Background: an optimization exercise with open tools, aiming at small area and a short achievable clock period. Do not read the settings as production practice. Where RTL was checked, it was by simulation tests only, not by an equivalence proof against the original. Power and IR drop assume default switching activity.

Design cic_iq_decim, start of the top module:
module cic_iq_decim #(
  parameter int DIN_W    = 16,
  parameter int DOUT_W   = 16,
  parameter int STAGES   = 4,
  parameter int MAX_RATE = 16,
  parameter int GAIN_W   = 16,
  localparam int RATE_W  = $clog2(MAX_RATE + 1),
  localparam int ACC_W   = DIN_W + STAGES * $clog2(MAX_RATE),
  localparam int SHIFT_W = $clog2(ACC_W)
) (
  input  logic                     clk,
  input  logic                     rst,
  input  logic                     s_axis_data_tvalid,
  input  logic signed [DIN_W-1:0]  s_axis_data_tdata_real,
  input  logic signed [DIN_W-1:0]  s_axis_data_tdata_imag,
  input  logic                     cfg_load,
  input  logic [RATE_W-1:0]        cfg_rate,
  input  logic [SHIFT_W-1:0]       cfg_shift,
  input  logic [GAIN_W-1:0]        cfg_gain,
  output logic                     m_axis_data_tvalid,
  output logic signed [DOUT_W-1:0] m_axis_data_tdata_real,
  output logic signed [DOUT_W-1:0] m_axis_data_tdata_imag
);
Size in the first run: about 6300 cells after synthesis, ~95 I/O pins, about 49000 um^2 of cells after synthesis.
==> flow/config.mk <==
export PLATFORM = sky130hd
export DESIGN_NAME = cic_iq_decim
export DESIGN_NICKNAME = cic_iq_decim
export VERILOG_FILES = /design/flow/design.v
export SDC_FILE = /design/flow/constraint.sdc
export NUM_CORES = 4
export LEC_CHECK = 0
export ABC_AREA = 1
export CAP_MARGIN = 20
export CORE_MARGIN = 2
export CORE_UTILIZATION = 40
export CTS_CLUSTER_DIAMETER = 200
export CTS_CLUSTER_SIZE = 25
export SLEW_MARGIN = 20
==> flow/constraint.sdc <==
create_clock -name core_clock -period 9.5 [get_ports {clk}]
set_input_delay 1.9000 -clock core_clock [delete_from_list [all_inputs] [get_ports {clk}]]
set_output_delay 1.9000 -clock core_clock [all_outputs]
set_load 0.01 [all_outputs]
standard.sh (not shown) runs the stock make flow with config.mk's settings and CLKGATE_MAP_FILE= SYNTH_SCRIPT=/design/flow/synth_recipe.tcl, a recipe that flattens the netlist after the stock synthesis.
==> flow/flow/run.sh <==
#!/bin/bash
# Standard ORFS layout, with repair_timing asked to reach a larger setup slack than the
# constraint needs (the SDC is unchanged), and plain buffers on the ports.
# Each tool's output stays in orfs/logs/; make's output goes to standard.log.
set -euo pipefail
cd "$(dirname "$0")/.."
export SETUP_SLACK_MARGIN=${MARGIN:-6.55}
export BUFFER_PORTS_ARGS="-buffer_cell sky130_fd_sc_hd__buf_1"
bash standard.sh > standard.log 2>&1
The baseline completed with no timing, DRC or antenna violations.
Change:
--- a/flow/design.v
+++ b/flow/design.v
@@ -17,21 +17,21 @@
   input  logic [RATE_W-1:0]        cfg_rate,
   input  logic [SHIFT_W-1:0]       cfg_shift,
   input  logic [GAIN_W-1:0]        cfg_gain,
   output logic                     m_axis_data_tvalid,
   output logic signed [DOUT_W-1:0] m_axis_data_tdata_real,
   output logic signed [DOUT_W-1:0] m_axis_data_tdata_imag
 );
   localparam int W   = 8;            
   localparam int L   = 32 / W;       
   localparam int NVV = L + 4;        
-  localparam int NFV = L + 8;        
+  localparam int NFV = L + 9;        
   logic [3:0]  rm1;                  
   logic [4:0]  shift_r;
   logic [15:0] gain_r;
   always_ff @(posedge clk) begin
     if (rst) begin
       rm1     <= 4'd1;
       shift_r <= '0;
       gain_r  <= 16'd16384;
     end else if (cfg_load) begin
       if (cfg_rate < 5'd2)
@@ -288,22 +288,23 @@
   logic mb1_s217, mb1_c218;
   logic mb1_s219, mb1_c220;
   logic mb1_s221, mb1_c222;
   logic mb1_s223, mb1_c224;
   logic mb1_s225, mb1_c226;
   logic mb1_s227, mb1_c228;
   logic mb1_s229, mb1_c230;
   logic mb1_s231, mb1_c232;
   logic mb1_s233, mb1_c234;
   logic [29:0] mx, my;
-  logic [29:0] psum;
-  logic [15:0] p;
+  logic [14:0] plo;
+  logic [15:0] mxh, myh, p;
+  logic        pc14;
   assign bneg0 = ur[3];
   assign bs1_0 = ur[3] ? (ur[2] & (ur[1] ^ ur[0])) : (~ur[2] & (ur[1] ^ ur[0]));
   assign bs2_0 = (~ur[2] & ur[1] & ur[0]) | (ur[2] & ~ur[1] & ~ur[0]);
   assign bs3_0 = ur[3] ? (~ur[2] & (ur[1] ^ ur[0])) : (ur[2] & (ur[1] ^ ur[0]));
   assign bs4_0 = ur[3] ? (~ur[2] & ~ur[1] & ~ur[0]) : (ur[2] & ur[1] & ur[0]);
   assign bm0 = (({18{bs1_0}} & {2'b0, gain_r}) | ({18{bs2_0}} & {1'b0, gain_r, 1'b0}) | ({18{bs3_0}} & g3) | ({18{bs4_0}} & {gain_r, 2'b0})) ^ {18{bneg0}};
   assign bneg1 = ur[6];
   assign bs1_1 = ur[6] ? (ur[5] & (ur[4] ^ ur[3])) : (~ur[5] & (ur[4] ^ ur[3]));
   assign bs2_1 = (~ur[5] & ur[4] & ur[3]) | (ur[5] & ~ur[4] & ~ur[3]);
   assign bs3_1 = ur[6] ? (~ur[5] & (ur[4] ^ ur[3])) : (ur[5] & (ur[4] ^ ur[3]));
@@ -644,22 +645,22 @@
   assign mx[25] = mb1_s225;
   assign my[25] = mb1_c224;
   assign mx[26] = mb1_s227;
   assign my[26] = mb1_c226;
   assign mx[27] = mb1_s229;
   assign my[27] = mb1_c228;
   assign mx[28] = mb1_s231;
   assign my[28] = mb1_c230;
   assign mx[29] = mb1_s233;
   assign my[29] = mb1_c232;
-  assign psum = mx + my;
-  assign p = psum[29:14];
+  assign plo = {1'b0, mx[13:0]} + {1'b0, my[13:0]};
+  assign p = mxh + myh + 16'(pc14);
   always_ff @(posedge clk) begin
     mr0[0] <= bm0[0];
     mr1[0] <= bneg0;
     mr2[0] <= 1'b0;
     mr3[0] <= 1'b0;
     mr0[1] <= bm0[1];
     mr1[1] <= 1'b0;
     mr2[1] <= 1'b0;
     mr3[1] <= 1'b0;
     mr0[2] <= bm0[2];
@@ -767,19 +768,22 @@
     mr2[27] <= ma1_c118;
     mr3[27] <= ma1_c120;
     mr0[28] <= ma1_s125;
     mr1[28] <= ma1_s127;
     mr2[28] <= ma1_c122;
     mr3[28] <= ma1_c124;
     mr0[29] <= ma1_s129;
     mr1[29] <= ma1_s131;
     mr2[29] <= ma1_c126;
     mr3[29] <= ma1_c128;
+    mxh <= mx[29:14];
+    myh <= my[29:14];
+    pc14 <= plo[14];
   end
   logic [15:0] p_hold;
   always_ff @(posedge clk) begin
     p_hold <= p;
     m_axis_data_tdata_real <= p_hold;
     m_axis_data_tdata_imag <= p;
-    m_axis_data_tvalid <= fv[L + 7] & ~flush_q & ~rst & ~cfg_load;
+    m_axis_data_tvalid <= fv[L + 8] & ~flush_q & ~rst & ~cfg_load;
   end
 endmodule
Effect: Cell area climbs by 1.1%; worst hold slack is better by 0.023 ns; synthesized area climbs by 0.99%; setup slack is better by 0.015 ns; power drops by 20%; core utilization climbs by 0.26 points; combinational power drops by 48%; global-route usage barely changes; register-to-register slack is better by 0.02 ns; maximum frequency climbs by 0.49%; synthesized cell count drops by 1.7%; via count drops by 1.6%.
Only the layout flow was run in the second run of this note; the RTL was not checked for function there.

what the ideal ports hide:
Ports are ideal in the flow. The routed layouts listed here were re-timed in OpenROAD.
Step 1: set_driving_cell puts a clkbuf_16 on clk and a buf_2 on each other input, an assumption about the parent block.
Step 2 adds t to the input delays and takes it off the output delays; t is the mean of the earliest and latest rising clock arrival at the registers after step 1. Input paths then give back, and output paths get back, about the clock's delay inside the block.
Three values: no drivers, after step 1, after step 2; two values: the first two.
run | t, ns | slack for setup (ns) | hold slack, ns | worst register clock-pin slew, ns | pins driven straight from the clock port
the first run | 0.714 | 6.489 / 6.420 / 6.266 | 0.308 / 0.308 / 0.308 | 0.12 / 0.12 | 1
the second run | 0.707 | 6.504 / 6.435 / 6.223 | 0.331 / 0.331 / 0.331 | 0.12 / 0.12 | 1
After both steps setup and hold are still met in every run listed. For the second run, which loses most, drivers alone change the setup slack by -0.069 ns; drivers and shift together by -0.281 ns.
